Background: an optimization exercise with open tools, aiming at small area, a short achievable clock period and few clock cycles per item. Do not read the settings as production practice.
Where RTL was checked, it was by simulation tests only, not by an equivalence proof against the original.
Function not checked in run 1: the RTL went through the layout flow alone.

`design/flow/flow/run.sh`:
```
#!/bin/bash
# Standard ORFS layout with two changes in how it is made (clock, constraints and steps stay
# the design's): port buffers use buf_2 rather than the cell buffer_ports picks by default,
# and repair_timing is asked to leave the setup margin in flow/margin.txt.
set -euo pipefail
MARGIN=$(cat flow/margin.txt)
bash standard.sh SETUP_SLACK_MARGIN=$MARGIN \
  "BUFFER_PORTS_ARGS=-buffer_cell sky130_fd_sc_hd__buf_2" finish > flow_standard.log 2>&1
```
`design/flow/flow/margin.txt`:
```
5.5
```
`design/flow/standard.sh`:
```
#!/bin/bash
# synth_recipe.tcl (not shown) runs the flow's synth.tcl, then flattens the netlist and writes it again
# the make line also repeats each setting of config.mk as NAME=value (left out here)
make -C /OpenROAD-flow-scripts/flow DESIGN_CONFIG=/design/flow/config.mk WORK_HOME=/design/flow/orfs CLKGATE_MAP_FILE= SYNTH_SCRIPT=/design/flow/synth_recipe.tcl "${@:-finish}"
```
`design/flow/config.mk`:
```
export PLATFORM = sky130hd
export DESIGN_NAME = md_iter_unit
export DESIGN_NICKNAME = md_iter_unit
export VERILOG_FILES = /design/flow/design.v
export SDC_FILE = /design/flow/constraint.sdc
export NUM_CORES = 4
export LEC_CHECK = 0
export CAP_MARGIN = 10
export CORE_MARGIN = 2
export CORE_UTILIZATION = 40
export PLACE_DENSITY = 0.6
export SLEW_MARGIN = 10
```
`design/flow/constraint.sdc`:
```
create_clock -name core_clock -period 10.5 [get_ports {clk}]
set_input_delay 2.1000 -clock core_clock [delete_from_list [all_inputs] [get_ports {clk}]]
set_output_delay 2.1000 -clock core_clock [all_outputs]
set_load 0.01 [all_outputs]
```
`design/flow/design.v`:
```
module md_iter_unit #(
  parameter int unsigned WIDTH = 32
) (
  input  logic             clk,
  input  logic             rst_n,
  input  logic             start,
  input  logic [2:0]       funct3,
  input  logic [WIDTH-1:0] op1,
  input  logic [WIDTH-1:0] op2,
  input  logic             flush,
  output logic             busy,
  output logic             done,
  output logic [WIDTH-1:0] result,
  output logic             zero
);
  typedef enum logic [2:0] {
    StIdle = 3'd0,
    StPrep = 3'd1,
    StMul  = 3'd2,
    StDiv  = 3'd3,
    StFix  = 3'd4,
    StDone = 3'd5,
    StMfix = 3'd6
  } state_e;
  state_e      state_q, state_d;
  logic [31:0] xr_q, xr_d;       
  logic [35:0] yr_q, yr_d;       
  logic [63:0] acc_q, acc_d;     
  logic [2:0]  f_q, f_d;         
  logic [5:0]  cnt_q, cnt_d;     
  logic        sx_q, sx_d;       
  logic        sy_q, sy_d;       
  logic [5:0]  wx_q, wx_d;       
  logic [5:0]  wy_q, wy_d;
  logic [5:0]  ex_q, ex_d;       
  logic [5:0]  ey_q, ey_d;
  logic [3:0]  nst_q, nst_d;     
  logic        xs_q, xs_d;       
  logic        fix_q, fix_d;     
  logic [5:0]  bc_q, bc_d;       
  logic [1:0]  rsel_q, rsel_d;   
  logic [1:0]  kq_q, kq_d;       
  logic mfix_done;
  logic ready;
  logic accept;
  assign mfix_done = (state_q == StMfix) && (kq_q == 2'b00);
  assign ready     = (state_q == StIdle) || (state_q == StDone) || mfix_done;
  assign accept    = start && !flush && ready;
  function automatic logic [5:0] width32(input logic [31:0] v);
    logic [5:0] w;
    w = 6'd0;
    for (int i = 0; i < 32; i++) begin
      if (v[i]) w = 6'(i + 1);
    end
    width32 = w;
  endfunction
  function automatic logic ones_then_zeros(input logic [31:0] v);
    logic ok;
    ok = 1'b1;
    for (int i = 1; i < 32; i++) begin
      if (!v[i] && v[i-1]) ok = 1'b0;
    end
    ones_then_zeros = ok;
  endfunction
  logic        sx_in, sy_in;
  logic [5:0]  wx_in, wy_in;
  logic        swap_in;
  logic [5:0]  wm_in;
  logic [4:0]  winx_in, winy_in;
  always_comb begin
    if (!funct3[2]) begin
      sx_in = (funct3[1:0] != 2'b11) && op1[31];
      sy_in = !funct3[1] && op2[31];
    end else begin
      sx_in = !funct3[0] && op1[31];
      sy_in = !funct3[0] && op2[31];
    end
    wx_in   = (op1[31] && !sx_in) ? 6'd32 : width32(op1 ^ {32{op1[31]}});
    wy_in   = (op2[31] && !sy_in) ? 6'd32 : width32(op2 ^ {32{op2[31]}});
    swap_in = !funct3[2] && (wx_in < wy_in);
    wm_in   = swap_in ? wx_in : wy_in;
    winx_in = 5'({{4{sx_in}}, op1, 1'b0} >> {wx_in[5:2], 2'b00});
    winy_in = 5'({{4{sy_in}}, op2, 1'b0} >> {wy_in[5:2], 2'b00});
  end
  logic        is_mul;
  logic [6:0]  sdiv;
  logic        yzero;
  logic [35:0] sh_in;
  logic [5:0]  sh_amt;
  logic [35:0] sh_out;
  logic [31:0] xneg;
  always_comb begin
    is_mul  = !f_q[2];
    sdiv    = {1'b0, ex_q} - {1'b0, ey_q};
    yzero   = (wy_q == 6'd0) && !sy_q;
    sh_in  = {{4{sy_q}}, yr_q[31:0]};
    sh_amt = is_mul ? {4'd9 - nst_q, 2'b00} : sdiv[5:0];
    sh_out = sh_in << sh_amt;
    neg_in = (rsel_q == 2'd1) ? acc_q[31:0] : xr_q;
    xneg   = ~neg_in + 32'd1;
  end
  function automatic logic [2:0] booth_dec(input logic [2:0] bd);
    logic z, two, neg;
    z   = (bd == 3'b000) || (bd == 3'b111);
    two = (bd == 3'b011) || (bd == 3'b100);
    neg = bd[2] && !z;
    booth_dec = {z, two, neg};
  endfunction
  function automatic logic [34:0] booth_pp(input logic [2:0] bc, input logic [32:0] x);
    logic [33:0] mag;
    if (bc[2])      mag = 34'd0;
    else if (bc[1]) mag = {x, 1'b0};
    else            mag = {x[32], x};
    booth_pp = {bc[0], bc[0] ? ~mag : mag};
  endfunction
  logic [34:0] pph, ppl;
  logic [37:0] t1, t2, t3, csa_s, csa_c;
  logic [37:0] sum_low;
  logic [27:0] up_add, up_in, up_t, up_inc;
  logic        up_run;
  logic [63:0] acc_mul;
  always_comb begin
    pph     = booth_pp(bc_q[5:3], {xs_q, xr_q});
    ppl     = booth_pp(bc_q[2:0], {xs_q, xr_q});
    t1      = {2'b00, acc_q[31:0], 1'b0, pph[34], 1'b0, ppl[34]};
    t2      = {{2{pph[33]}}, pph[33:0], 2'b00};
    t3      = {{4{ppl[33]}}, ppl[33:0]};
    csa_s   = t1 ^ t2 ^ t3;
    csa_c   = {((t1[36:0] & t2[36:0]) | (t1[36:0] & t3[36:0]) | (t2[36:0] & t3[36:0])), 1'b0};
    sum_low = csa_s + csa_c;
    up_in  = (state_q == StMfix) ? acc_q[63:36] : {acc_q[59:36], {4{!kq_q[1]}}};
    up_t   = kq_q[1] ? ~up_in : up_in;
    up_run = 1'b1;
    for (int i = 0; i < 28; i++) begin
      up_inc[i] = up_in[i] ^ (up_run && (kq_q != 2'b00));
      up_run    = up_run && up_t[i];
    end
    up_add = (state_q == StMfix) ? up_inc : {up_inc[27:4], acc_q[35:32]};
    acc_mul = {up_add, sum_low[35:0]};
  end
  logic [33:0] trial;
  logic        q_bit;
  logic [31:0] rem_next;
  logic [31:0] quo_next;
  logic [31:0] neg_in;
  always_comb begin
    trial    = {2'b00, xr_q} + (sy_q ? yr_q[33:0] : ~yr_q[33:0]) + 34'(!sy_q);
    q_bit    = !trial[33];
    rem_next = q_bit ? trial[31:0] : xr_q;
    quo_next = {acc_q[30:0], q_bit};
  end
  always_comb begin
    state_d = state_q;
    xr_d    = xr_q;
    yr_d    = {yr_q[31:0], 4'b0000};
    acc_d   = acc_mul;
    cnt_d   = cnt_q - 6'd1;
    sy_d    = sy_q;
    xs_d    = xs_q;
    fix_d   = fix_q;
    bc_d    = {booth_dec(yr_q[31:29]), booth_dec(yr_q[29:27])};
    rsel_d  = rsel_q;
    kq_d    = sum_low[37:36];
    f_d     = funct3;
    sx_d    = sx_in;
    wx_d    = wx_in;
    wy_d    = wy_in;
    ex_d    = wx_in + 6'(sx_in && ones_then_zeros(op1));
    ey_d    = wy_in + 6'(sy_in && ones_then_zeros(op2));
    nst_d   = wm_in[5:2];
    unique case (state_q)
      StPrep: begin
        if (is_mul) begin
          yr_d    = sh_out;
          bc_d    = {booth_dec(sh_out[35:33]), booth_dec(sh_out[33:31])};
          cnt_d   = 6'(nst_q) - 6'd1;
          rsel_d  = (f_q[1:0] == 2'b00) ? 2'd1 : 2'd2;
          if (nst_q == 4'd0) state_d = (f_q[1:0] == 2'b00) ? StDone : StMfix;
          else               state_d = StMul;
        end else if (yzero || sdiv[6]) begin
          acc_d   = {32'd0, {32{yzero}}};
          rsel_d  = f_q[1] ? 2'd0 : 2'd1;
          state_d = StDone;
        end else begin
          xr_d    = sx_q ? xneg : xr_q;
          yr_d    = sh_out;
          acc_d   = 64'd0;
          cnt_d   = sdiv[5:0];
          fix_d   = f_q[1] ? sx_q : (sx_q ^ sy_q);
          rsel_d  = f_q[1] ? 2'd0 : 2'd1;
          state_d = StDiv;
        end
      end
      StMul: begin
        if (cnt_q == 6'd0) begin
          state_d = rsel_q[1] ? StMfix : StDone;
        end
      end
      StMfix: begin
        acc_d   = {up_add, acc_q[35:0]};
        state_d = StDone;
      end
      StDiv: begin
        acc_d = {32'd0, quo_next};
        xr_d  = rem_next;
        yr_d  = {yr_q[35], yr_q[35:1]};
        if (cnt_q == 6'd0) begin
          state_d = fix_q ? StFix : StDone;
        end
      end
      StFix: begin
        xr_d    = xneg;
        rsel_d  = 2'd0;
        state_d = StDone;
      end
      default: begin
        state_d = StIdle;
      end
    endcase
    if (!ready) begin
      if (flush) state_d = StIdle;
    end
    if (ready) begin
      xr_d    = swap_in ? op2 : op1;
      yr_d    = {4'b0000, swap_in ? op1 : op2};
      sy_d    = swap_in ? sx_in : sy_in;
      xs_d    = swap_in ? sy_in : sx_in;
      bc_d    = swap_in ? {booth_dec(winx_in[4:2]), booth_dec(winx_in[2:0])}
                        : {booth_dec(winy_in[4:2]), booth_dec(winy_in[2:0])};
      acc_d   = 64'd0;
      kq_d    = 2'b00;
      rsel_d  = 2'd0;
      state_d = accept ? StPrep : StIdle;
    end
  end
  always_ff @(posedge clk or negedge rst_n) begin
    if (!rst_n) begin
      state_q <= StIdle;
    end else begin
      state_q <= state_d;
    end
  end
  always_ff @(posedge clk) begin
    xr_q  <= xr_d;
    yr_q  <= yr_d;
    acc_q <= acc_d;
    f_q   <= f_d;
    cnt_q <= cnt_d;
    sx_q  <= sx_d;
    sy_q  <= sy_d;
    wx_q  <= wx_d;
    wy_q  <= wy_d;
    ex_q  <= ex_d;
    ey_q  <= ey_d;
    nst_q <= nst_d;
    xs_q  <= xs_d;
    kq_q  <= kq_d;
    fix_q <= fix_d;
    bc_q  <= bc_d;
    rsel_q <= rsel_d;
  end
  always_comb begin
    busy   = !ready;
    done   = (state_q == StDone) || mfix_done;
    if (rsel_q[0]) begin
      result = acc_q[31:0];
      zero   = (acc_q[31:0] == 32'd0);
    end else if (rsel_q[1]) begin
      result = acc_q[63:32];
      zero   = (acc_q[63:32] == 32'd0);
    end else begin
      result = xr_q;
      zero   = (xr_q == 32'd0);
    end
  end
endmodule
```
==> run summary, run 1 <==
- First-pass GRT wire length: 146 mm
- Tmin final: 4.97 ns
- Synth top area cells: dfxtp_1, mux2i_1, o21ai_0
- Worst Setup SP: op2[20]
- Setup-failing EPs final: 0
- CP Class: input pin to register
- Worst r2r path cells: 15
- I/O pin total: 106
- Slack of the worst reg-to-reg path: 5.79 ns
- Final Cycle Share: 0.473
- Hold Vio Cnt, Final: 0
- Skew final: 0.0126 ns
- Status: finished clean
- CP max FO: 11
- Worst EP arrival: 5.18 ns
- Initial antenna violation count: 4
- Die W: 246 um
- WL/cell: 26.0 um
- Share of Yosys cell area claimed by the top area cell type: 0.121
- Slew at the pin with the worst max-slew slack: 1.10 ns
- Crit path to: xs_q$_DFFE_PN_
- Synth Area per Inst: 7.59 um2
- Ratio of cells with drive above 1 in the final layout: 0.126
- Synth area leader: dfxtp_1
- Num CTS Buffers: 17
- Min Hold Slack: 0.555 ns
- Die footprint: 60700 um2
- Max frequency: 201 MHz
- WP data required: 10.71 ns
- # clock sinks: 180
- Pins Over Slew Limit: 0
- Vias in the first global route: 23500
- Htree depth: 4
- ANT nets after route: 0
- Die height: 246 um
- Residual DRC: 0
- Normalized max-slew margin: 0.265
- Hold Path Class: register to register
- Maximum clock insertion buffer count: 2
- Yosys warns: 1
- Finished Cell Area: 25500 um2
- Row cnt: 88
- Vias per Instance: 6.52
- Iteration-0 DRC Markers: 2573
- Clock transition at path regs: 0.07 ns
- DP Wirelength: 72.0 mm
- Core ar.: 57900 um2
- RePlAce Congestion: 0.971
- Max-cap check violation count: 0
- Mapped cell area: 23500 um2
- Synth-to-Final Area Change: 8.53%
- GRT Total Usage: 0.315
- Synth Instances: 3096
- Largest net degree at the start of global routing: 68
- Commonest cells post-synth: nor2_1, nand2_1, mux2i_1
- Post-synth EDFFs: 35
- Most frequent cell after synthesis: nor2_1
- RSZ-0062 raised after global routing: yes
- Dpl cell area: 24200 um2
- Primary FF master, synth: dfxtp_1
- Yosys reg bits: 180
- Clock latency on the worst-skew pair: 0.50 ns
- Initial Utilization: 0.406
- Count of cell types in the netlist: 112
- RR Startpoint: bc_q[1]$_DFF_P_
- First-pass DRT Iterations: 8
- Setup crit start kind: input pin
- CTS tree: built
- Seq/Total Area, Yosys: 0.169
- Syn_nets: 3295
- Async SR Flop Fraction: 0.0167
- Setup tns final: 0 ns
- Detailed-route via count: 24700
- Nets: 3210
- Grt total ovfl: 0
- Port bufs: 105
- Setup crit end kind: register
- Root Buffer: clkbuf_16
- WL final: 98.6 mm
- Reg2reg end: kq_q[1]$_SDFF_PN0_
==> cells by family after synthesis <==
| group | after synthesis | share of synthesized area |
|---|---|---|
| AO/OA/AOI/OAI | 895 | 0.250 |
| XOR/XNOR | 236 | 0.0890 |
| adder cells (fa/ha/maj) | 128 | 0.0794 |
| buffers and inverters | 355 | 0.0620 |
| flip-flops | 180 | 0.169 |
| multiplexers | 324 | 0.153 |
| AND/OR/NAND/NOR | 978 | 0.198 |
==> cell usage in the layout (no fill, tap or decap), types with 57 or more instances in the layout <==
master,count
inv_1,74
nor2_1,284
xnor2_1,117
nor3_1,57
buf_4,59
nand2_1,284
o21ai_0,232
nand3_1,76
ha_1,92
buf_2,93
o22ai_1,75
xor2_1,117
a21oi_1,188
dfxtp_1,134
mux2i_1,265
==> layer usage <==
metal,vias to the layer above,GRT usage,wire length [um]
met5,-,0,21
met3,280,0.0432,7950
met2,1298,0.510,45000
met1,11900,0.400,39800
met4,4,0.183,5770
li1,11200,-,-
==> how the worst min path moves through the flow <==
stage	from	end	slack (ns)	cells past startpoint
6_report	yr_q[34]$_SDFF_PN0_	yr_q[33]$_SDFF_PN0_	0.56	2
3_3_place_gp	yr_q[34]$_SDFF_PN0_	yr_q[33]$_SDFF_PN0_	0.52	2
4_1_cts	yr_q[34]$_SDFF_PN0_	yr_q[33]$_SDFF_PN0_	0.55	2
2_1_floorplan	acc_q[35]$_SDFFE_PN0N_	acc_q[39]$_SDFF_PN0_	0.46	2
5_1_grt	yr_q[34]$_SDFF_PN0_	yr_q[33]$_SDFF_PN0_	0.58	2
3_5_place_dp	yr_q[34]$_SDFF_PN0_	yr_q[33]$_SDFF_PN0_	0.54	2
==> what timing repair did <==
item	4_1_cts	5_1_grt
resized for setup	43	54
setup buffers	8	14
setup endpoints to repair	86	117
hold buffers	0	0
pin swaps	6	8
cloned	4	1
==> state kept, by name, summed over array words and instances (netlist names) <==
signal	flops
acc_q	64
bc_q	6
cnt_q	6
ex_q	6
ey_q	6
f_q	3
fix_q	1
kq_q	2
nst_q	4
rsel_q	2
state_q	3
sx_q	1
sy_q	1
wy_q	6
xr_q	32
xs_q	1
yr_q	36
==> cell type report <==
class                   count  area (um2)
clock inverters            12         118
flip-flops and latches    180        3980
repair buffers            170        1200
diodes                      1        2.50
well taps                 765         957
multi-input cells        2563       18500
clock buffers              20         457
fillers                  5888       32400
inverters                  79         305
==> through the flow <==
| step | std cells | util | setup WS, ns |
|---|---|---|---|
| 4_1_cts | 3774 | 0.434 | 5.51 |
| 5_1_grt | 3789 | 0.440 | 5.45 |
| 2_1_floorplan | 3096 | - | 5.48 |
| 3_5_place_dp | 3730 | 0.419 | 3.89 |
| 3_3_place_gp | 3730 | 0.419 | 3.94 |
| 6_report | 3790 | 0.440 | 5.53 |
==> worst max-delay path, stage by stage <==
cell	delay [ns]
buf_2	0.19
or2_4	0.27
o32a_1	0.41
a211o_1	0.29
nand2_4	0.12
nand2_4	0.10
ha_4	0.29
and4_1	0.26
nand2_1	0.17
o211a_4	0.34
buf_4	0.16
o21ai_1	0.45
==> run 2, diff against run 1 <==
--- a/design/flow/design.v
+++ b/design/flow/design.v
@@ -66,7 +66,8 @@
   logic [5:0]  wx_in, wy_in;
   logic        swap_in;
   logic [5:0]  wm_in;
-  logic [4:0]  winx_in, winy_in;
+  logic [36:0] mext_in;
+  logic [4:0]  win_in;
   always_comb begin
     if (!funct3[2]) begin
       sx_in = (funct3[1:0] != 2'b11) && op1[31];
@@ -79,8 +80,8 @@
     wy_in   = (op2[31] && !sy_in) ? 6'd32 : width32(op2 ^ {32{op2[31]}});
     swap_in = !funct3[2] && (wx_in < wy_in);
     wm_in   = swap_in ? wx_in : wy_in;
-    winx_in = 5'({{4{sx_in}}, op1, 1'b0} >> {wx_in[5:2], 2'b00});
-    winy_in = 5'({{4{sy_in}}, op2, 1'b0} >> {wy_in[5:2], 2'b00});
+    mext_in = swap_in ? {{4{sx_in}}, op1, 1'b0} : {{4{sy_in}}, op2, 1'b0};
+    win_in  = 5'(mext_in >> {wm_in[5:2], 2'b00});
   end
   logic        is_mul;
   logic [6:0]  sdiv;
@@ -225,8 +226,7 @@
       yr_d    = {4'b0000, swap_in ? op1 : op2};
       sy_d    = swap_in ? sx_in : sy_in;
       xs_d    = swap_in ? sy_in : sx_in;
-      bc_d    = swap_in ? {booth_dec(winx_in[4:2]), booth_dec(winx_in[2:0])}
-                        : {booth_dec(winy_in[4:2]), booth_dec(winy_in[2:0])};
+      bc_d    = {booth_dec(win_in[4:2]), booth_dec(win_in[2:0])};
       acc_d   = 64'd0;
       kq_d    = 2'b00;
       rsel_d  = 2'd0;
==> run 2 against run 1 <==
- still clean on timing, DRC and antenna
- hold slack got worse by 0.030 ns
- die area fell by 3.7%
- routed wire length grew 4.1%
- utilization rose by 2.4 points
- sequential share of layout area shrank 0.34 points
- via count grew 1.5%
- register-to-register slack got worse by 0.19 ns
- area after synthesis decreased by 3.8%
- maximum frequency down 21%
- clock skew is 0.0015 ns lower
- worst setup slack got worse by 1.3 ns
==> run summary, run 2 <==
- Status: finished clean
- Mapped cell area: 22600 um2
- Die height: 242 um
- Count of cell types in the netlist: 109
- Hold Vio Cnt, Final: 0
- Cell Chain, Critical Path: buf_12 -> or3_4 -> nor2_2 -> nor3_1 -> or3_1 -> a22oi_2 -> o22ai_1 -> a22o_1 -> a221o_1 -> a21boi_1 -> o22ai_2 -> a21oi_2 -> inv_2 -> ha_4 -> nor2_4 -> nor2_4 -> or2_4 -> buf_4 -> a21oi_2 -> a311o_1 -> or3b_4 -> a211oi_4 -> nor3_1 -> a211o_1
- Synth area leader: dfxtp_1
- Hold-fix buffers, CTS: 0
- Initial antenna violation count: 2
- Die W: 242 um
- Primary FF master, synth: dfxtp_1
- Largest reg by FF count: acc_q
- Port bufs: 105
- Hold Path Class: register to register
- Row cnt: 87
- Clock latency on the worst-skew pair: 0.50 ns
- CP Class: input pin to register
- Vias per Instance: 6.51
- Worst EP arrival: 6.66 ns
- Residual DRC: 0
- Synth Instances: 3081
- Largest net degree at the start of global routing: 68
- Max reg flops: 64
- Commonest non-fill, non-tap cell in the layout: nor2_1
- Critical-path top delay cell: or3_4
- First-pass DRT Iterations: 8
- Async SR Flop Fraction: 0.0167
- Setup crit end kind: register
- Max-cap check violation count: 0
- GRT Total Usage: 0.338
- # clock sinks: 180
- Setup crit start kind: input pin
- Tmin final: 6.28 ns
- Dpl cell area: 23400 um2
- Final Cycle Share: 0.598
- Vias in the first global route: 23600
- Setup-failing EPs final: 0
- Syn_nets: 3280
- WL/cell: 26.6 um
- Max frequency: 159 MHz
- Detailed-route via count: 25100
- CP max FO: 6
- Layout fillers: 5611
- Slew at the pin with the worst max-slew slack: 1.26 ns
- Maximum clock insertion buffer count: 2
- Ratio of cells with drive above 1 in the final layout: 0.158
- Num CTS Buffers: 17
- CP peak stage delay: 0.40 ns
- RSZ-0062 raised after global routing: yes
- Most frequent cells in the layout: nor2_1, nand2_1, mux2i_1
- Most frequent cell after synthesis: nand2_1
- Initial Utilization: 0.402
- Clock transition at path regs: 0.07 ns
- Share of Yosys cell area claimed by the top area cell type: 0.126
- ANT nets after route: 0
- DP Wirelength: 72.2 mm
- RePlAce Congestion: 1.03
- WL final: 103 mm
- Nets: 3283
- Skew final: 0.0111 ns
- Die footprint: 58400 um2
- Core ar.: 56200 um2
- Synth top area cells: dfxtp_1, mux2i_1, xnor2_1
- Yosys reg bits: 180
- Setup tns final: 0 ns
- Regs by FF count: acc_q x64, yr_q x36, xr_q x32
- I/O pin total: 106
- Post-synth EDFFs: 35
- Grt total ovfl: 0
- Commonest cells post-synth: nand2_1, nor2_1, mux2i_1
- Yosys warns: 1
- WP data required: 10.88 ns
- Root Buffer: clkbuf_16
- Synth Area per Inst: 7.34 um2
- First-pass GRT wire length: 152 mm
- Iteration-0 DRC Markers: 2907
- Synth-to-Final Area Change: 15.3%
- Pins Over Slew Limit: 0
- CTS tree: built
- Seq/Total Area, Yosys: 0.176
- Finished Cell Area: 26100 um2
- Normalized max-slew margin: 0.152
- Htree depth: 4
-- run 2: cell types whose count changed after synthesis, sizes merged, moves of 19 or more --
| cell | delta |
|---|---|
| xor2 | -38 |
| mux4 | -19 |
| xnor2 | +39 |
| o22ai | -33 |
| a31oi | +40 |
| mux2i | -19 |
| nand2 | +44 |
| clkbuf | -45 |
| nor2 | +38 |
| buf | +19 |
| o21ai | -34 |
| a21oi | +48 |
| o211ai | -23 |
-- run 2: final cells by class --
type                            instances  area, um2  area share
Tap cell                              756        946      0.0363
Clock buffer                           19        464      0.0178
Timing Repair Buffer                  229       2050      0.0785
Clock inverter                         13        135     0.00519
Antenna cell                            1       2.50   0.0000960
Sequential cell                       180       3980       0.153
Inverter                               81        310      0.0119
Multi-Input combinational cell       2575      18200       0.698
-- run 2: cells by family after synthesis --
family                   synth area share
XOR/XNOR                           0.0924
AND/OR/NAND/NOR                     0.214
AO/OA/AOI/OAI                       0.249
buffers and inverters              0.0599
multiplexers                        0.127
adder cells (fa/ha/maj)            0.0825
flip-flops                          0.176
-- run 2: worst paths after layout --
| path | startpoint | cells past startpoint | end | slack [ns] |
|---|---|---|---|---|
| worst max-delay path | op2[4] | 24 | bc_q[4]$_DFF_P_ | 4.22 |
| worst min-delay path | rsel_q[0]$_SDFFE_PN0P_ | 2 | rsel_q[0]$_SDFFE_PN0P_ | 0.53 |
| worst max register to register | sy_q$_DFFE_PN_ | 13 | xr_q[31]$_DFFE_PP_ | 5.60 |
| worst min register to register | rsel_q[0]$_SDFFE_PN0P_ | 2 | rsel_q[0]$_SDFFE_PN0P_ | 0.53 |
| max in group asynchronous | rst_n | 1 | state_q[1]$_DFFE_PN0P_ | 8.99 |
| min in group asynchronous | rst_n | 1 | state_q[2]$_DFFE_PN0P_ | 1.39 |
-- run 2: per-layer routing --
metal | track usage | up-vias | share of wire
met5 | 0.00735 | - | 0.00011
met4 | 0.205 | 2 | 0.072
met3 | 0.0819 | 418 | 0.11
met2 | 0.526 | 1571 | 0.43
met1 | 0.422 | 11900 | 0.39
li1 | - | 11200 | -
-- run 2: critical path, delay by kind of cell --
family / cells / cell delay, ns
AO/OA/AOI/OAI: 11 / 2.29
adder cells (fa/ha/maj): 1 / 0.28
buffers and inverters: 3 / 0.29
AND/OR/NAND/NOR: 9 / 1.68
-- run 2: timing repair --
action                                  in CTS  in global routing
gates resized for setup                    145                124
pin swaps                                   70                 52
setup buffers                               47                 26
gates cloned                                14                  3
endpoints found under the setup margin     119                115
-- run 2: metrics by stage --
| stage | setup slack (ns) | hold slack, ns | utilization | std cells |
|---|---|---|---|---|
| finish | 4.22 | 0.526 | 0.464 | 3854 |
| global route | 4.08 | 0.549 | 0.464 | 3853 |
| CTS | 4.29 | 0.522 | 0.452 | 3824 |
| detailed placement | 2.44 | 0.505 | 0.417 | 3731 |
| global placement | 2.55 | 0.490 | 0.417 | 3731 |
| floorplan | 3.98 | 0.450 | - | 3081 |
Testbench counts of run 2, summed over its fixed seeds: cycles 147,735, items 24,000.
==> run 3, diff against run 2 <==
--- a/design/flow/design.v
+++ b/design/flow/design.v
@@ -32,8 +32,8 @@
   logic        sy_q, sy_d;       
   logic [5:0]  wx_q, wx_d;       
   logic [5:0]  wy_q, wy_d;
-  logic [5:0]  ex_q, ex_d;       
-  logic [5:0]  ey_q, ey_d;
+  logic        mx_q, mx_d;       
+  logic        my_q, my_d;
   logic [3:0]  nst_q, nst_d;     
   logic        xs_q, xs_d;       
   logic        fix_q, fix_d;     
@@ -64,10 +64,13 @@
   endfunction
   logic        sx_in, sy_in;
   logic [5:0]  wx_in, wy_in;
+  logic [31:0] vx_in, vy_in;    
+  logic [32:0] sfx_x, sfx_y;    
   logic        swap_in;
-  logic [5:0]  wm_in;
-  logic [36:0] mext_in;
-  logic [4:0]  win_in;
+  logic [8:0]  ohx, ohy;        
+  logic [3:0]  jx, jy;
+  logic [36:0] extx, exty;
+  logic [4:0]  winx, winy;
   always_comb begin
     if (!funct3[2]) begin
       sx_in = (funct3[1:0] != 2'b11) && op1[31];
@@ -76,12 +79,37 @@
       sx_in = !funct3[0] && op1[31];
       sy_in = !funct3[0] && op2[31];
     end
-    wx_in   = (op1[31] && !sx_in) ? 6'd32 : width32(op1 ^ {32{op1[31]}});
-    wy_in   = (op2[31] && !sy_in) ? 6'd32 : width32(op2 ^ {32{op2[31]}});
-    swap_in = !funct3[2] && (wx_in < wy_in);
-    wm_in   = swap_in ? wx_in : wy_in;
-    mext_in = swap_in ? {{4{sx_in}}, op1, 1'b0} : {{4{sy_in}}, op2, 1'b0};
-    win_in  = 5'(mext_in >> {wm_in[5:2], 2'b00});
+    vx_in = sx_in ? ~op1 : op1;
+    vy_in = sy_in ? ~op2 : op2;
+    wx_in = width32(vx_in);
+    wy_in = width32(vy_in);
+    sfx_x[32] = 1'b0;
+    sfx_y[32] = 1'b0;
+    for (int k = 31; k >= 0; k--) begin
+      sfx_x[k] = sfx_x[k+1] | vx_in[k];
+      sfx_y[k] = sfx_y[k+1] | vy_in[k];
+    end
+    swap_in = 1'b0;
+    for (int k = 0; k < 32; k++) begin
+      swap_in = swap_in | (vy_in[k] & !sfx_x[k]);
+    end
+    swap_in = swap_in && !funct3[2];
+    for (int j = 0; j < 9; j++) begin
+      ohx[j] = !((4*j + 3 <= 31) ? sfx_x[4*j+3] : 1'b0) && ((j == 0) ? 1'b1 : sfx_x[4*j-1]);
+      ohy[j] = !((4*j + 3 <= 31) ? sfx_y[4*j+3] : 1'b0) && ((j == 0) ? 1'b1 : sfx_y[4*j-1]);
+    end
+    extx = {{4{sx_in}}, op1, 1'b0};
+    exty = {{4{sy_in}}, op2, 1'b0};
+    jx   = 4'd0;
+    jy   = 4'd0;
+    winx = 5'd0;
+    winy = 5'd0;
+    for (int j = 0; j < 9; j++) begin
+      if (ohx[j]) jx = 4'(j);
+      if (ohy[j]) jy = 4'(j);
+      winx = winx | ({5{ohx[j]}} & extx[4*j +: 5]);
+      winy = winy | ({5{ohy[j]}} & exty[4*j +: 5]);
+    end
   end
   logic        is_mul;
   logic [6:0]  sdiv;
@@ -92,7 +120,7 @@
   logic [31:0] xneg;
   always_comb begin
     is_mul  = !f_q[2];
-    sdiv    = {1'b0, ex_q} - {1'b0, ey_q};
+    sdiv    = {1'b0, wx_q} + 7'(mx_q) - {1'b0, wy_q} - 7'(my_q);
     yzero   = (wy_q == 6'd0) && !sy_q;
     sh_in  = {{4{sy_q}}, yr_q[31:0]};
     sh_amt = is_mul ? {4'd9 - nst_q, 2'b00} : sdiv[5:0];
@@ -166,9 +194,9 @@
     sx_d    = sx_in;
     wx_d    = wx_in;
     wy_d    = wy_in;
-    ex_d    = wx_in + 6'(sx_in && ones_then_zeros(op1));
-    ey_d    = wy_in + 6'(sy_in && ones_then_zeros(op2));
-    nst_d   = wm_in[5:2];
+    mx_d    = sx_in && ones_then_zeros(op1);
+    my_d    = sy_in && ones_then_zeros(op2);
+    nst_d   = swap_in ? jx : jy;
     unique case (state_q)
       StPrep: begin
         if (is_mul) begin
@@ -226,7 +254,8 @@
       yr_d    = {4'b0000, swap_in ? op1 : op2};
       sy_d    = swap_in ? sx_in : sy_in;
       xs_d    = swap_in ? sy_in : sx_in;
-      bc_d    = {booth_dec(win_in[4:2]), booth_dec(win_in[2:0])};
+      bc_d    = swap_in ? {booth_dec(winx[4:2]), booth_dec(winx[2:0])}
+                        : {booth_dec(winy[4:2]), booth_dec(winy[2:0])};
       acc_d   = 64'd0;
       kq_d    = 2'b00;
       rsel_d  = 2'd0;
@@ -250,8 +279,8 @@
     sy_q  <= sy_d;
     wx_q  <= wx_d;
     wy_q  <= wy_d;
-    ex_q  <= ex_d;
-    ey_q  <= ey_d;
+    mx_q  <= mx_d;
+    my_q  <= my_d;
     nst_q <= nst_d;
     xs_q  <= xs_d;
     kq_q  <= kq_d;
==> run 3 against run 2 <==
- still clean on timing, DRC and antenna
- flip-flop and latch count is 4 lower
- routed wire length is 14% lower
- hold slack worse by 0.053 ns
- count of clock-buffer cells in the layout is 2 lower
- area after synthesis is 1.8% lower
- sequential share of layout area is 0.99 points higher
- synthesized cell count is 3.3% lower
- worst setup slack better by 1.3 ns
- utilization is 2.8 points lower
- maximum frequency is 27% higher
- critical path type unchanged
==> run summary, run 3 <==
- Tmin final: 4.96 ns
- RR Startpoint: bc_q[1]$_DFF_P_
- Primary FF master, synth: dfxtp_1
- Most frequent cells in the layout: nor2_1, mux2i_1, a21oi_1, nand2_1, o21ai_0
- Setup crit end kind: register
- Htree depth: 4
- Finished Cell Area: 24000 um2
- Setup-failing EPs final: 0
- Seq/Total Area, Yosys: 0.175
- Hold Startpoint: yr_q[35]$_SDFFE_PN0N_
- Pins Over Slew Limit: 0
- Worst EP arrival: 5.37 ns
- Clock latency on the worst-skew pair: 0.52 ns
- Core ar.: 55000 um2
- Yosys warns: 1
- Nets: 3108
- Most frequent cell after synthesis: nor2_1
- Max-cap check violation count: 0
- Setup tns final: 0 ns
- # clock sinks: 176
- Largest reg by FF count: acc_q
- Slack of the worst reg-to-reg path: 5.71 ns
- Synth area leader: mux2i_1
- WHS Path Cells: 2
- CP max FO: 35
- Final Cycle Share: 0.472
- Worst Setup SP: funct3[2]
- Max reg flops: 64
- WL/cell: 24.0 um
- Count of cell types in the netlist: 97
- Residual DRC: 0
- Reg2reg end: kq_q[1]$_SDFF_PN0_
- Setup crit start kind: input pin
- Dpl cell area: 23000 um2
- I/O pin total: 106
- Iteration-0 DRC Markers: 2340
- Row cnt: 86
- Largest net degree at the start of global routing: 74
- Hold Path Class: register to register
- Die footprint: 57400 um2
- Share of Yosys cell area claimed by the top area cell type: 0.128
- CP Class: input pin to register
- First-pass GRT wire length: 132 mm
- Clock transition at path regs: 0.08 ns
- GRT Total Usage: 0.303
- WL final: 88.0 mm
- Multi-input gate area: 17200 um2
- First-pass DRT Iterations: 6
- Normalized max-slew margin: 0.293
- ANT nets after route: 0
- WP data required: 10.91 ns
- Max frequency: 202 MHz
- Post-synth EDFFs: 35
- Worst hold path endpoint: yr_q[35]$_SDFFE_PN0N_
- Slew at the pin with the worst max-slew slack: 1.06 ns
- RePlAce Congestion: 1.02
- Synth top area cells: mux2i_1, dfxtp_1, xnor2_1
- Worst r2r path cells: 17
- RSZ-0062 raised after global routing: yes
- Syn_nets: 3175
- Initial antenna violation count: 1
- Detailed-route via count: 22800
- Port bufs: 105
- Ratio of cells with drive above 1 in the final layout: 0.0947
- Skew final: 0.0124 ns
- Vias per Instance: 6.21
- Die height: 240 um
- DP Wirelength: 65.2 mm
- Synth Area per Inst: 7.45 um2
- Mapped cell area: 22200 um2
- Commonest non-fill, non-tap cell in the layout: nor2_1
- ANT cells: 0
- Seq. cell area: 3900 um2
- Die W: 240 um
- Vias in the first global route: 22000
- CTS tree: built
- Num CTS Buffers: 17
- Synth Instances: 2978
- Layout fillers: 5645
- Hold Vio Cnt, Final: 0
- Initial Utilization: 0.404
- Maximum clock insertion buffer count: 2
- Grt total ovfl: 0
- Synth-to-Final Area Change: 8.04%
- Root Buffer: clkbuf_16
- Async SR Flop Fraction: 0.0170
- Yosys reg bits: 176
- Commonest cells post-synth: nor2_1, mux2i_1, a21oi_1, nand2_1, o21ai_0
- Status: finished clean
- Regs by FF count: acc_q x64, yr_q x36, xr_q x32
## run 3: final cells by class
| class | instances | area share |
|---|---|---|
| Clock buffer | 17 | 0.0177 |
| Clock inverter | 15 | 0.00897 |
| Inverter | 86 | 0.0142 |
| Multi-Input combinational cell | 2478 | 0.717 |
| Sequential cell | 176 | 0.163 |
| Tap cell | 748 | 0.0390 |
| Timing Repair Buffer | 151 | 0.0401 |
| Timing Repair inverter | 1 | 0.000365 |
## run 3: repair_timing
item                                    4_1_cts  5_1_grt
hold buffers                                  0        0
gates resized for setup                      30       25
pin swaps                                     4        2
endpoints found under the setup margin      112       78
gates cloned                                  2        1
buffers inserted                              3        4
## run 3: worst max path at each step
stage | endpoint | slack [ns] | cells past startpoint
after floorplan | xr_q[13]$_DFFE_PP_ | 5.64 | 12
after global placement | xr_q[6]$_DFFE_PP_ | 3.30 | 13
after detailed placement | xr_q[3]$_DFFE_PP_ | 3.14 | 13
after CTS | kq_q[1]$_SDFF_PN0_ | 5.50 | 16
after global routing | kq_q[1]$_SDFF_PN0_ | 5.39 | 18
final | bc_q[1]$_DFF_P_ | 5.54 | 13
## run 3: cell families (layout without fill, tap and decap cells)
kind of cell / Yosys count / count (layout) / share of synthesized area
buffers and inverters: 326 / 270 / 0.0588
AND/OR/NAND/NOR: 904 / 905 / 0.187
XOR/XNOR: 274 / 274 / 0.109
flip-flops: 176 / 176 / 0.175
AO/OA/AOI/OAI: 873 / 874 / 0.249
adder cells (fa/ha/maj): 126 / 126 / 0.0835
multiplexers: 299 / 299 / 0.138
## run 3: critical path, cell delays in order
cell and delay [ns]:
clkbuf_4 0.22, mux2_4 0.27, nor2_4 0.04, buf_8 0.19
or4_1 0.44, nand4b_1 0.19, o31a_1 0.18, or3_1 0.40
o31ai_1 0.65, nor2_1 0.14, a21oi_1 0.18, mux2i_1 0.08
mux2_2 0.26
## run 3: through the flow
step | cells | utilization | worst slack (ns) | hold WS, ns
CTS | 3667 | 0.433 | 5.50 | 0.467
finish | 3672 | 0.436 | 5.54 | 0.473
detailed placement | 3630 | 0.418 | 3.14 | 0.457
floorplan | 2978 | - | 5.64 | 0.440
global placement | 3630 | 0.418 | 3.30 | 0.456
global route | 3672 | 0.436 | 5.39 | 0.503
## run 3: routing by layer
layer	global-route usage	wire length, um	up-vias
met5	0	8	-
met4	0.183	5390	2
met3	0.0479	6490	245
met2	0.481	38900	1069
met1	0.386	37200	10900
li1	-	-	10600
Testbench counts of run 3, summed over its fixed seeds: cycles 147,735, items 24,000.
==> run 4, diff against run 3 <==
==> design/flow/flow/margin.txt (replaced) <==
5.75
==> run 4 against run 3 <==
- flip-flop and latch count stayed put
- critical endpoint is now zero
- synthesized cell count stayed put
- worst setup slack better by 0.19 ns
- global-route usage is 0.65 points higher
- critical path depth is 5 lower
- area after synthesis stayed put
- clock skew is 0.010 ns higher
- routed wire length is 2.4% higher
==> run summary, run 4 <==
- Detailed-route via count: 22900
- # clock sinks: 176
- Mapped cell area: 22200 um2
- RePlAce Congestion: 1.01
- DP Wirelength: 65.7 mm
- Syn_nets: 3175
- Seq/Total Area, Yosys: 0.175
- Normalized max-slew margin: 0.249
- Tmin final: 4.76 ns
- Ratio of cells with drive above 1 in the final layout: 0.113
- Finished Cell Area: 24500 um2
- RSZ-0062 raised after global routing: yes
- Largest net degree at the start of global routing: 69
- Most frequent cells in the layout: nor2_1, mux2i_1, nand2_1
- Setup-failing EPs final: 0
- Post-synth EDFFs: 35
- Synth Area per Inst: 7.45 um2
- Row cnt: 86
- Final Cycle Share: 0.454
- RR Startpoint: sy_q$_DFFE_PN_
- Slack of the critical path: 5.74 ns
- WL/cell: 24.3 um
- Hold-fix buffers, CTS: 0
- Pins Over Slew Limit: 0
- Primary FF master, synth: dfxtp_1
- Placed cells: 3631
- Status: finished clean
- Iteration-0 DRC Markers: 2314
- WHS Path Cells: 2
- Maximum clock insertion buffer count: 2
- ANT nets after route: 0
- Yosys warns: 1
- First-pass GRT wire length: 134 mm
- First-pass DRT Iterations: 6
- Die footprint: 57400 um2
- Die height: 240 um
- Hold Path Class: register to register
- Met2 Use GR: 0.489
- Htree depth: 4
- Hold Startpoint: yr_q[35]$_SDFFE_PN0N_
- Nets: 3137
- Setup crit end kind: output port
- Hold Vio Cnt, Final: 0
- Synth-to-Final Area Change: 10.4%
- Slack of the worst reg-to-reg path: 5.89 ns
- GRT Total Usage: 0.310
- Pre-CTS setup slack: 3.35 ns
- Die W: 240 um
- Final Non-Filler Cells: 3702
- Dpl cell area: 23000 um2
- Synth top area cells: mux2i_1, dfxtp_1, xnor2_1
- Layout fillers: 5577
- Worst r2r path cells: 15
- Async SR Flop Fraction: 0.0170
- Synth Instances: 2978
- Root Buffer: clkbuf_16
- Initial Utilization: 0.404
- Port bufs: 105
- Worst hold path endpoint: yr_q[35]$_SDFFE_PN0N_
- WP data required: 8.40 ns
- Reg2reg end: xr_q[0]$_DFFE_PP_
- Max reg flops: 64
- Regs by FF count: acc_q x64, yr_q x36, xr_q x32
- Skew final: 0.0228 ns
- Max frequency: 210 MHz
- Initial antenna violation count: 0
- Yosys reg bits: 176
- Max-cap check violation count: 0
- Most frequent cell after synthesis: nor2_1
- WL final: 90.1 mm
- Synth area leader: mux2i_1
- Commonest cells post-synth: nor2_1, mux2i_1, a21oi_1, nand2_1, o21ai_0
- Worst EP arrival: 2.66 ns
- Setup tns final: 0 ns
- Largest reg by FF count: acc_q
- Gr busiest metal: met2
- Grt total ovfl: 0
- CP Class: register to output port
- Slew at the pin with the worst max-slew slack: 1.13 ns
- Clock transition at path regs: 0.10 ns
- Vias per Instance: 6.20
- Setup crit start kind: register
- Clock latency on the worst-skew pair: 0.54 ns
- Commonest non-fill, non-tap cell in the layout: nor2_1
- Vias in the first global route: 21900
- CTS tree: built
- Num CTS Buffers: 17
- Share of Yosys cell area claimed by the top area cell type: 0.128
- I/O pin total: 106
- Count of cell types in the netlist: 97
- Residual DRC: 0
- CP max FO: 2
- Core ar.: 55000 um2
- Min Hold Slack: 0.481 ns
- Utilization after layout: 0.446
- GRT met1 Usage: 0.398
- Global Route met3 Usage: 0.0407
[run 4: cell counts after synthesis]
No cell type changed its count.
[run 4: layout make-up]
type                       instances  area (um2)  share of cell area
antenna                            1        2.50            0.000102
clock buffer                      17         425              0.0174
clock inverter                    15         220             0.00899
inverter                          86         340              0.0139
multi-input combinational       2479       17300               0.708
sequential                       176        3910               0.159
tap                              748         936              0.0382
timing repair buffer             179        1320              0.0540
timing repair inverter             1        8.76            0.000357
[run 4: how the worst max path moves through the flow]
| stage | start | endpoint | slack, ns | cells after the start |
|---|---|---|---|---|
| after floorplan | op1[29] | xr_q[13]$_DFFE_PP_ | 5.65 | 12 |
| after detailed placement | funct3[2] | xr_q[24]$_DFFE_PP_ | 3.35 | 14 |
| after CTS | funct3[2] | xr_q[24]$_DFFE_PP_ | 5.75 | 16 |
| final | acc_q[46]$_SDFF_PN0_ | zero | 5.74 | 8 |
| after global routing | acc_q[46]$_SDFF_PN0_ | zero | 5.69 | 8 |
| after global placement | funct3[2] | xr_q[24]$_DFFE_PP_ | 3.48 | 14 |
[run 4: what timing repair did]
action                     4_1_cts  5_1_grt
gates cloned                     6        4
setup endpoints to repair      118      110
setup buffers                   11       17
resized for setup               56       40
pin swaps                        6       10
[run 4: worst max-delay path, stage by stage, from the launching register on]
cell and delay, ns:
dfxtp_4 0.36, or2_4 0.26, or3_4 0.35, nor3_4 0.12, nand4_1 0.12, or4_4 0.47, a21oi_2 0.16, a31o_2 0.18
buf_6 0.12
[run 4: cells by family (layout without fill, tap and decap cells)]
kind of cell / count (synthesis) / count (layout) / share of synthesized area
xor+xnor: 274 / 274 / 0.109
flops: 176 / 176 / 0.175
compound gates: 873 / 874 / 0.249
other cells: 0 / 1 / 0
fa+ha+maj: 126 / 126 / 0.0835
simple gates: 904 / 906 / 0.187
mux: 299 / 299 / 0.138
buf+inv: 326 / 298 / 0.0588
[run 4: routing by layer]
metal | vias up | share of wire
li1 | 10700 | -
met1 | 11000 | 0.42
met2 | 1027 | 0.45
met3 | 245 | 0.068
met4 | 0 | 0.063
met5 | - | 0
==> run 5, diff against run 4 <==
==> design/flow/flow/margin.txt (replaced) <==
5.25
==> run 5 against run 4 <==
- still clean
- utilization is 1.2 points lower
- count of clock-buffer cells in the layout stayed put
- area after synthesis stayed put
- register-to-register slack worse by 0.48 ns
- critical endpoint is now xr_q[24]$_DFFE_PP_
- largest cell class unchanged
==> run summary, run 5 <==
- Status: finished clean
- CP Class: input pin to register
- Vias in the first global route: 21900
- ANT nets after route: 0
- Syn_nets: 3175
- Reg2reg end: bc_q[1]$_DFF_P_
- Mux cell area share after synthesis: 0.138
- Yosys reg bits: 176
- DP Wirelength: 65.2 mm
- Yosys warns: 1
- Mapped cell area: 22200 um2
- Core ar.: 55000 um2
- Complex-gate fraction of the synthesized area: 0.249
- Hold Vio Cnt, Final: 0
- Setup-failing EPs final: 0
- Residual DRC: 0
- Normalized max-slew margin: 0.312
- Worst Setup SP: funct3[2]
- Largest net degree at the start of global routing: 74
- Htree depth: 4
- Synth Area in XOR/XNOR: 0.109
- I/O pin total: 106
- Setup tns final: 0 ns
- Worst path bufs/invs: 3
- Nets: 3103
- Regs by FF count: acc_q x64, yr_q x36, xr_q x32
- First-pass DRT Iterations: 6
- Worst r2r path cells: 15
- Worst path top cell family by delay: compound AO/OA/AOI/OAI gates
- Finished Cell Area: 23800 um2
- Row cnt: 86
- Root Buffer: clkbuf_16
- Slack of the worst reg-to-reg path: 5.41 ns
- Die height: 240 um
- Max frequency: 195 MHz
- Most frequent cells in the layout: nor2_1, mux2i_1, a21oi_1
- Initial antenna violation count: 1
- Count of cell types in the netlist: 97
- CP max FO: 34
- Clock transition at path regs: 0.09 ns
- Commonest cells post-synth: nor2_1, mux2i_1, a21oi_1, nand2_1, o21ai_0
- Most frequent cell after synthesis: nor2_1
- Max-cap check violation count: 0
- Num CTS Buffers: 17
- WL final: 87.6 mm
- Worst EP arrival: 5.37 ns
- Largest family of logic cells by synthesized area: compound AO/OA/AOI/OAI gates
- WP data required: 10.74 ns
- Max reg flops: 64
- Hold Path Class: register to register
- WL/cell: 23.9 um
- Dpl cell area: 23000 um2
- Skew final: 0.0129 ns
- Largest reg by FF count: acc_q
- Synth Area per Inst: 7.45 um2
- Utilization after layout: 0.433
- RePlAce Congestion: 1.02
- Port bufs: 105
- # clock sinks: 176
- Ratio of cells with drive above 1 in the final layout: 0.0904
- RSZ-0062 raised after global routing: no
- Crit path to: xr_q[24]$_DFFE_PP_
- Slew at the pin with the worst max-slew slack: 1.03 ns
- Setup crit start kind: input pin
- Final Non-Filler Cells: 3667
- Seq/Total Area, Yosys: 0.175
- Grt total ovfl: 0
- Post-synth EDFFs: 35
- Synth top area cells: mux2i_1, dfxtp_1, xnor2_1
- Pins Over Slew Limit: 0
- Detailed-route via count: 22800
- Clock latency on the worst-skew pair: 0.52 ns
- Adder-cell share of the synthesized area: 0.0835
- Synth-to-Final Area Change: 7.32%
- Hold-fix buffers, CTS: 0
- Iteration-0 DRC Markers: 2390
- Synth Instances: 2978
- Synth area leader: mux2i_1
- Die footprint: 57400 um2
- Vias per Instance: 6.23
- Critical-path top delay cell: or3_4
- CP Depth: 14
- Min Hold Slack: 0.469 ns
- Commonest non-fill, non-tap cell in the layout: nor2_1
- Die W: 240 um
- Placed cells: 3630
- Primary FF master, synth: dfxtp_1
- Initial Utilization: 0.404
- Tmin final: 5.12 ns
- Setup crit end kind: register
- ANT cells: 0
- Cell Chain, Critical Path: buf_2 -> o21ai_4 -> nand2_8 -> clkinv_8 -> a32o_2 -> o21ai_2 -> or3_4 -> nor3b_4 -> o21ai_2 -> a31oi_4 -> buf_6 -> mux2i_1 -> a22o_1 -> a21oi_1
- Share of Yosys cell area claimed by the top area cell type: 0.128
- Synth Area in Simple Gates: 0.187
- Final Cycle Share: 0.488
- RR Startpoint: wy_q[0]$_SDFF_PN0_
- Async SR Flop Fraction: 0.0170
- GRT Total Usage: 0.302
- First-pass GRT wire length: 132 mm
- CP dominant cell by count: o21ai_2
- CP peak stage delay: 0.43 ns
- CTS tree: built
- Maximum clock insertion buffer count: 2
run 5: worst min path at each step:
| stage | start | cells past startpoint | slack, ns | end |
|---|---|---|---|---|
| after floorplan | yr_q[35]$_SDFFE_PN0N_ | 2 | 0.44 | yr_q[34]$_SDFF_PN0_ |
| after global placement | yr_q[35]$_SDFFE_PN0N_ | 2 | 0.46 | yr_q[34]$_SDFF_PN0_ |
| after detailed placement | yr_q[35]$_SDFFE_PN0N_ | 2 | 0.46 | yr_q[35]$_SDFFE_PN0N_ |
| after CTS | yr_q[35]$_SDFFE_PN0N_ | 2 | 0.47 | yr_q[35]$_SDFFE_PN0N_ |
| after global routing | yr_q[35]$_SDFFE_PN0N_ | 2 | 0.50 | yr_q[35]$_SDFFE_PN0N_ |
| final | yr_q[35]$_SDFFE_PN0N_ | 2 | 0.47 | yr_q[35]$_SDFFE_PN0N_ |
run 5: cell type report:
cell class              instances  area, um2
clock buffers                  17        425
clock inverters                15        215
fillers                      5652      31200
inverters                      86        338
multi-input cells            2477      17100
flip-flops and latches        176       3900
well taps                     748        936
repair buffers                148        891
run 5: repair_timing:
action / 4_1_cts / 5_1_grt
resized for setup: 17 / 18
endpoints found under the setup margin: 110 / 75
setup buffers: 1 / 3
pin swaps: 1 / 3
gates cloned: 1 / 0
run 5: per-stage QoR:
step | setup WS [ns]
2_1_floorplan | 5.64
3_3_place_gp | 3.30
3_5_place_dp | 3.14
4_1_cts | 5.27
5_1_grt | 5.25
6_report | 5.38
run 5: cells by family (layout without fill, tap and decap cells):
kind of cell | after synthesis | count (layout)
DFF | 176 | 176
AOI/OAI and AO/OA | 873 | 874
buffers and inverters | 326 | 266
xor gates and xnor gates | 274 | 274
adders and majority gates | 126 | 126
muxes | 299 | 299
and+or+nand+nor | 904 | 904
run 5: metal layers:
layer  global-route usage  up-vias  share of wire
met5                    0        -       0.000091
met4                0.179        2          0.060
met3               0.0463      237          0.078
met2                0.481     1146           0.44
met1                0.386    10900           0.42
li1                     -    10600              -
run 5: worst min-delay path, delay by kind of cell (launching register included):
| family | cells | cell delay, ns |
|---|---|---|
| AOI/OAI and AO/OA | 1 | 0.06 |
| DFF | 1 | 0.31 |
| and+or+nand+nor | 1 | 0.07 |
==> run 6, diff against run 5 <==
==> design/flow/flow/margin.txt (replaced) <==
6.0
==> run 6 against run 5 <==
- hold slack worse by 0.0041 ns
- clock skew is 0.00064 ns lower
- flip-flop and latch count stayed put
- non-clock buffer count is 124 higher
- utilization is 4.6 points higher
- via count is 3.1% higher
- routed wire length is 6.0% higher
- die area stayed put
- critical path type is now register to output port
- critical endpoint is now zero
==> run summary, run 6 <==
- Port bufs: 105
- Commonest cells post-synth: nor2_1, mux2i_1, a21oi_1, nand2_1, o21ai_0
- Reg2reg end: bc_q[2]$_DFF_P_
- Most frequent cells in the layout: nor2_1, mux2i_1, nand2_1
- Synth Area per Inst: 7.45 um2
- ANT cells: 0
- Mapped cell area: 22200 um2
- Largest reg by FF count: acc_q
- Largest net degree at the start of global routing: 75
- Vias in the first global route: 22100
- Post-synth EDFFs: 35
- Vias per Instance: 6.20
- Pre-CTS setup slack: 3.09 ns
- Iteration-0 DRC Markers: 2274
- Ratio of cells with drive above 1 in the final layout: 0.175
- Hold-fix buffers, CTS: 0
- # clock sinks: 176
- WHS Path Cells: 2
- Count of cell types in the netlist: 97
- Maximum clock insertion buffer count: 2
- Primary FF master, synth: dfxtp_1
- Synth Instances: 2978
- ANT nets after route: 0
- Max frequency: 214 MHz
- CP Class: register to output port
- Worst r2r path cells: 15
- Final Cycle Share: 0.444
- Share of Yosys cell area claimed by the top area cell type: 0.128
- Max-cap check violation count: 0
- Initial Utilization: 0.404
- Detailed-route via count: 23500
- Tmin final: 4.66 ns
- First-pass DRT Iterations: 6
- DP Wirelength: 65.0 mm
- CP max FO: 2
- Die height: 240 um
- Pins Over Slew Limit: 0
- Skew final: 0.0123 ns
- Seq/Total Area, Yosys: 0.175
- Slew at the pin with the worst max-slew slack: 1.05 ns
- Setup tns final: 0 ns
- Regs by FF count: acc_q x64, yr_q x36, xr_q x32
- Yosys reg bits: 176
- GRT Total Usage: 0.308
- Setup crit start kind: register
- Row cnt: 86
- RR Startpoint: wx_q[0]$_SDFF_PP0_
- Most frequent cell after synthesis: nor2_1
- Status: finished clean
- Slack of the critical path: 5.84 ns
- Yosys warns: 1
- Die footprint: 57400 um2
- Setup-failing EPs final: 0
- WP data required: 8.40 ns
- Root Buffer: clkbuf_16
- CTS tree: built
- Clock transition at path regs: 0.08 ns
- Htree depth: 4
- Initial antenna violation count: 0
- Clock latency on the worst-skew pair: 0.51 ns
- Synth area leader: mux2i_1
- RePlAce Congestion: 1.04
- Hold Path Class: register to register
- Residual DRC: 0
- Max reg flops: 64
- Synth top area cells: mux2i_1, dfxtp_1, xnor2_1
- WL final: 92.8 mm
- First-pass GRT wire length: 134 mm
- Grt total ovfl: 0
- Core ar.: 55000 um2
- I/O pin total: 106
- Synth-to-Final Area Change: 18.6%
- Worst Setup SP: acc_q[46]$_SDFF_PN0_
- Normalized max-slew margin: 0.303
- RSZ-0062 raised after global routing: yes
- Slack of the worst reg-to-reg path: 6.13 ns
- Die W: 240 um
- WL/cell: 24.4 um
- Num CTS Buffers: 17
- Worst EP arrival: 2.56 ns
- Hold Vio Cnt, Final: 0
- Setup crit end kind: output port
- Nets: 3236
- Syn_nets: 3175
- Async SR Flop Fraction: 0.0170
- Crit path to: zero
- Commonest non-fill, non-tap cell in the layout: nor2_1
run 6: worst min path at each step:
stage	start	end	slack, ns
after detailed placement	yr_q[35]$_SDFFE_PN0N_	yr_q[35]$_SDFFE_PN0N_	0.45
after global routing	yr_q[35]$_SDFFE_PN0N_	yr_q[34]$_SDFF_PN0_	0.49
after CTS	yr_q[35]$_SDFFE_PN0N_	yr_q[35]$_SDFFE_PN0N_	0.47
final	yr_q[35]$_SDFFE_PN0N_	yr_q[34]$_SDFF_PN0_	0.46
after floorplan	yr_q[35]$_SDFFE_PN0N_	yr_q[34]$_SDFF_PN0_	0.44
after global placement	yr_q[35]$_SDFFE_PN0N_	yr_q[35]$_SDFFE_PN0N_	0.46
run 6: critical path, stage by stage, from the launching register on:
cell     delay, ns
dfxtp_2       0.34
or2_4         0.24
or3_1         0.32
nor3_2        0.12
nand4_1       0.11
or4_4         0.48
a21oi_2       0.15
a31o_2        0.17
buf_6         0.12
run 6: area by class of cell:
class	count	area [um2]
Clock buffer	17	425
Clock inverter	15	218
Fill cell	5388	28700
Inverter	86	359
Multi-Input combinational cell	2483	18000
Sequential cell	176	3920
Tap cell	748	936
Timing Repair Buffer	272	2440
Timing Repair inverter	3	26.3
run 6: through the flow:
stage / hold WS (ns) / util / cell area (um2) / instances
2_1_floorplan: 0.440 / - / 22200 / 2978
3_3_place_gp: 0.456 / 0.419 / 23000 / 3630
3_5_place_dp: 0.455 / 0.419 / 23000 / 3630
4_1_cts: 0.465 / 0.451 / 24800 / 3714
5_1_grt: 0.486 / 0.479 / 26300 / 3800
6_report: 0.465 / 0.479 / 26300 / 3800
run 6: cells by family (layout without fill, tap and decap cells):
family                     after synthesis  count (layout)  synth area share
buffers and inverters                  326             393            0.0588
adders and majority gates              126             126            0.0835
AOI/OAI and AO/OA                      873             878             0.249
muxes                                  299             299             0.138
DFF                                    176             176             0.175
and+or+nand+nor                        904             906             0.187
xor gates and xnor gates               274             274             0.109
run 6: per-layer routing:
layer  vias to the layer above  part of all wire  track usage
li1                      10900                 -            -
met5                         -                 0            0
met4                         0             0.064        0.189
met2                      1173              0.45        0.494
met3                       255             0.072       0.0424
met1                     11200              0.41        0.392
run 6: what timing repair did:
action	in CTS	in global routing
setup buffers	40	74
gates resized for setup	118	217
gates cloned	12	12
pin swaps	24	59
setup endpoints to repair	136	122
hold endpoints to repair	0	0
==> run 7, diff against run 6 <==
==> design/flow/flow/margin.txt (replaced) <==
5.75
--- a/design/flow/config.mk
+++ b/design/flow/config.mk
@@ -5,8 +5,8 @@
 export SDC_FILE = /design/flow/constraint.sdc
 export NUM_CORES = 4
 export LEC_CHECK = 0
-export CAP_MARGIN = 10
+export CAP_MARGIN = 5
 export CORE_MARGIN = 2
 export CORE_UTILIZATION = 40
 export PLACE_DENSITY = 0.6
-export SLEW_MARGIN = 10
+export SLEW_MARGIN = 5
==> run 7 against run 6 <==
- largest cell class unchanged
- critical endpoint unchanged
- critical path type unchanged
- still clean
- global-route usage rose by 0.13 points
- final area shrank 6.9%
- synthesized cell count did not move
- routed wire length decreased by 2.9%
- first-iteration DRC count is 1.8% higher
- count of clock-buffer cells in the layout stayed put
- hold slack gained 0.016 ns
==> run summary, run 7 <==
- Dpl cell area: 23000 um2
- Synth area leader: mux2i_1
- GRT Total Usage: 0.310
- Synth-to-Final Area Change: 10.4%
- Largest reg by FF count: acc_q
- Regs by FF count: acc_q x64, yr_q x36, xr_q x32
- Core ar.: 55000 um2
- Most frequent cell after synthesis: nor2_1
- Maximum clock insertion buffer count: 2
- Primary FF master, synth: dfxtp_1
- WP data required: 8.40 ns
- Hold-fix buffers, CTS: 0
- Max reg flops: 64
- Tmin final: 4.76 ns
- Synth Area in Simple Gates: 0.187
- Cell Chain, Critical Path: or2_4 -> or3_4 -> nor3_4 -> nand4_1 -> or4_4 -> a21oi_2 -> a31o_2 -> buf_6
- Setup crit end kind: output port
- Clock latency on the worst-skew pair: 0.54 ns
- Commonest non-fill, non-tap cell in the layout: nor2_1
- Row cnt: 86
- # clock sinks: 176
- First-pass GRT wire length: 134 mm
- Worst r2r path cells: 15
- WHS Path Cells: 2
- Clock transition at path regs: 0.10 ns
- DP Wirelength: 65.7 mm
- Port bufs: 105
- Pre-CTS setup slack: 3.35 ns
- Critical-path top delay cell: or4_4
- Pins Over Slew Limit: 0
- Final Cycle Share: 0.454
- Synth top area cells: mux2i_1, dfxtp_1, xnor2_1
- Most frequent cells in the layout: nor2_1, mux2i_1, nand2_1
- Slack of the critical path: 5.74 ns
- Hold Vio Cnt, Final: 0
- Syn_nets: 3175
- RePlAce Congestion: 1.01
- Post-synth EDFFs: 35
- Hold Path Class: register to register
- Num CTS Buffers: 17
- Setup-failing EPs final: 0
- Iteration-0 DRC Markers: 2314
- ANT nets after route: 0
- Skew final: 0.0228 ns
- Vias in the first global route: 21900
- First-pass DRT Iterations: 6
- Utilization after layout: 0.446
- Complex-gate fraction of the synthesized area: 0.249
- Largest net degree at the start of global routing: 69
- Async SR Flop Fraction: 0.0170
- I/O pin total: 106
- Seq/Total Area, Yosys: 0.175
- Max-cap check violation count: 0
- CP peak stage delay: 0.47 ns
- WL final: 90.1 mm
- Commonest cells post-synth: nor2_1, mux2i_1, a21oi_1, nand2_1, o21ai_0
- Mux cell area share after synthesis: 0.138
- Synth Area in XOR/XNOR: 0.109
- Mapped cell area: 22200 um2
- Share of Yosys cell area claimed by the top area cell type: 0.128
- Die height: 240 um
- Setup crit start kind: register
- Max frequency: 210 MHz
- Synth Area per Inst: 7.45 um2
- RSZ-0062 raised after global routing: yes
- Yosys warns: 1
- Initial antenna violation count: 0
- Layout fillers: 5577
- Die footprint: 57400 um2
- Wl on met1: 38.0 mm
- Worst EP arrival: 2.66 ns
- Vias per Instance: 6.20
- Max layer used: met4
- Ratio of cells with drive above 1 in the final layout: 0.113
- Status: finished clean
- Adder-cell share of the synthesized area: 0.0835
- Finished Cell Area: 24500 um2
- Residual DRC: 0
- CTS tree: built
- Yosys reg bits: 176
- CP Class: register to output port
- Die W: 240 um
- WL met3: 6.16 mm
- Synth Instances: 2978
- CP max FO: 2
- Detailed-route via count: 22900
- Grt total ovfl: 0
- WL/cell: 24.3 um
- Htree depth: 4
- Metal2 WL: 40.3 mm
- Normalized max-slew margin: 0.249
- Slew at the pin with the worst max-slew slack: 1.13 ns
- Initial Utilization: 0.404
- Setup tns final: 0 ns
- Nets: 3137
- Largest family of logic cells by synthesized area: compound AO/OA/AOI/OAI gates
- Count of cell types in the netlist: 97
- Root Buffer: clkbuf_16
[run 7: area by class of cell]
type	count	area, um2	area share
antenna	1	2.50	0.000102
clock buffer	17	425	0.0174
timing repair buffer	179	1320	0.0540
sequential	176	3910	0.159
multi-input combinational	2479	17300	0.708
tap	748	936	0.0382
clock inverter	15	220	0.00899
timing repair inverter	1	8.76	0.000357
inverter	86	340	0.0139
[run 7: per-layer routing]
| metal | GRT usage | vias up |
|---|---|---|
| met3 | 0.0407 | 245 |
| met4 | 0.199 | 0 |
| met2 | 0.489 | 1027 |
| li1 | - | 10700 |
| met5 | 0 | - |
| met1 | 0.398 | 11000 |
[run 7: timing repair]
item | 4_1_cts | 5_1_grt
buffers inserted | 11 | 17
endpoints found under the hold margin | 0 | 0
setup endpoints to repair | 118 | 110
pin swaps | 6 | 10
resized for setup | 56 | 40
cloned | 6 | 4
[run 7: worst max-delay path, delay by kind of cell, from the launching register on]
| family | cells | cell delay [ns] |
|---|---|---|
| AND/OR/NAND/NOR | 5 | 1.32 |
| flip-flops | 1 | 0.36 |
| AO/OA/AOI/OAI | 2 | 0.34 |
| buffers and inverters | 1 | 0.12 |
[run 7: final timing paths]
check | from | to | slack, ns
min | yr_q[35]$_SDFFE_PN0N_ | yr_q[35]$_SDFFE_PN0N_ | 0.48
max in group asynchronous | rst_n | state_q[0]$_DFFE_PN0P_ | 9.04
min reg2reg | yr_q[35]$_SDFFE_PN0N_ | yr_q[35]$_SDFFE_PN0N_ | 0.48
max | acc_q[46]$_SDFF_PN0_ | zero | 5.74
min in group asynchronous | rst_n | state_q[0]$_DFFE_PN0P_ | 1.34
max reg2reg | sy_q$_DFFE_PN_ | xr_q[0]$_DFFE_PP_ | 5.89
[run 7: cell families after synthesis]
kind of cell    count (synthesis)
compound gates                873
xor+xnor                      274
fa+ha+maj                     126
buf+inv                       326
flops                         176
mux                           299
simple gates                  904
[run 7: per-stage QoR]
step	instances	hold WS [ns]
finish	3702	0.481
detailed placement	3631	0.459
floorplan	2978	0.440
CTS	3680	0.473
global route	3701	0.506
global placement	3631	0.457

## re-timing with driven ports
No port has a modelled driver above. Below, the same layouts with a new extraction and two added sets of constraints. Step 1: set_driving_cell puts a clkbuf_16 on clk and a buf_2 on each other input, an assumption about the parent block. Step 2 moves the port delays by t, midway between the first and last clock arrival at a register: inputs arrive t later, outputs are due t later. That takes back most of the time a late clock gives input paths. a / b / c = ideal ports / drivers / drivers and shift; a / b = the first two.
| run | t, ns | setup slack, ns | worst setup path at the end |
|---|---|---|---|
| run 1 | 0.552 | 5.531 / 5.546 / 4.994 | input to register |
| run 2 | 0.553 | 4.219 / 4.177 / 3.624 | input to register |
| run 3 | 0.574 | 5.545 / 5.584 / 5.010 | input to register |
| run 4 | 0.593 | 5.736 / 5.675 / 5.263 | input to register |
| run 5 | 0.567 | 5.379 / 5.376 / 4.848 | input to register |
| run 6 | 0.565 | 5.837 / 5.776 / 5.314 | input to register |
| run 7 | 0.593 | 5.736 / 5.675 / 5.263 | input to register |
After both steps setup and hold are still met in every run listed. For run 2, which loses most, drivers alone change the setup slack by -0.042 ns; drivers and shift together by -0.595 ns.
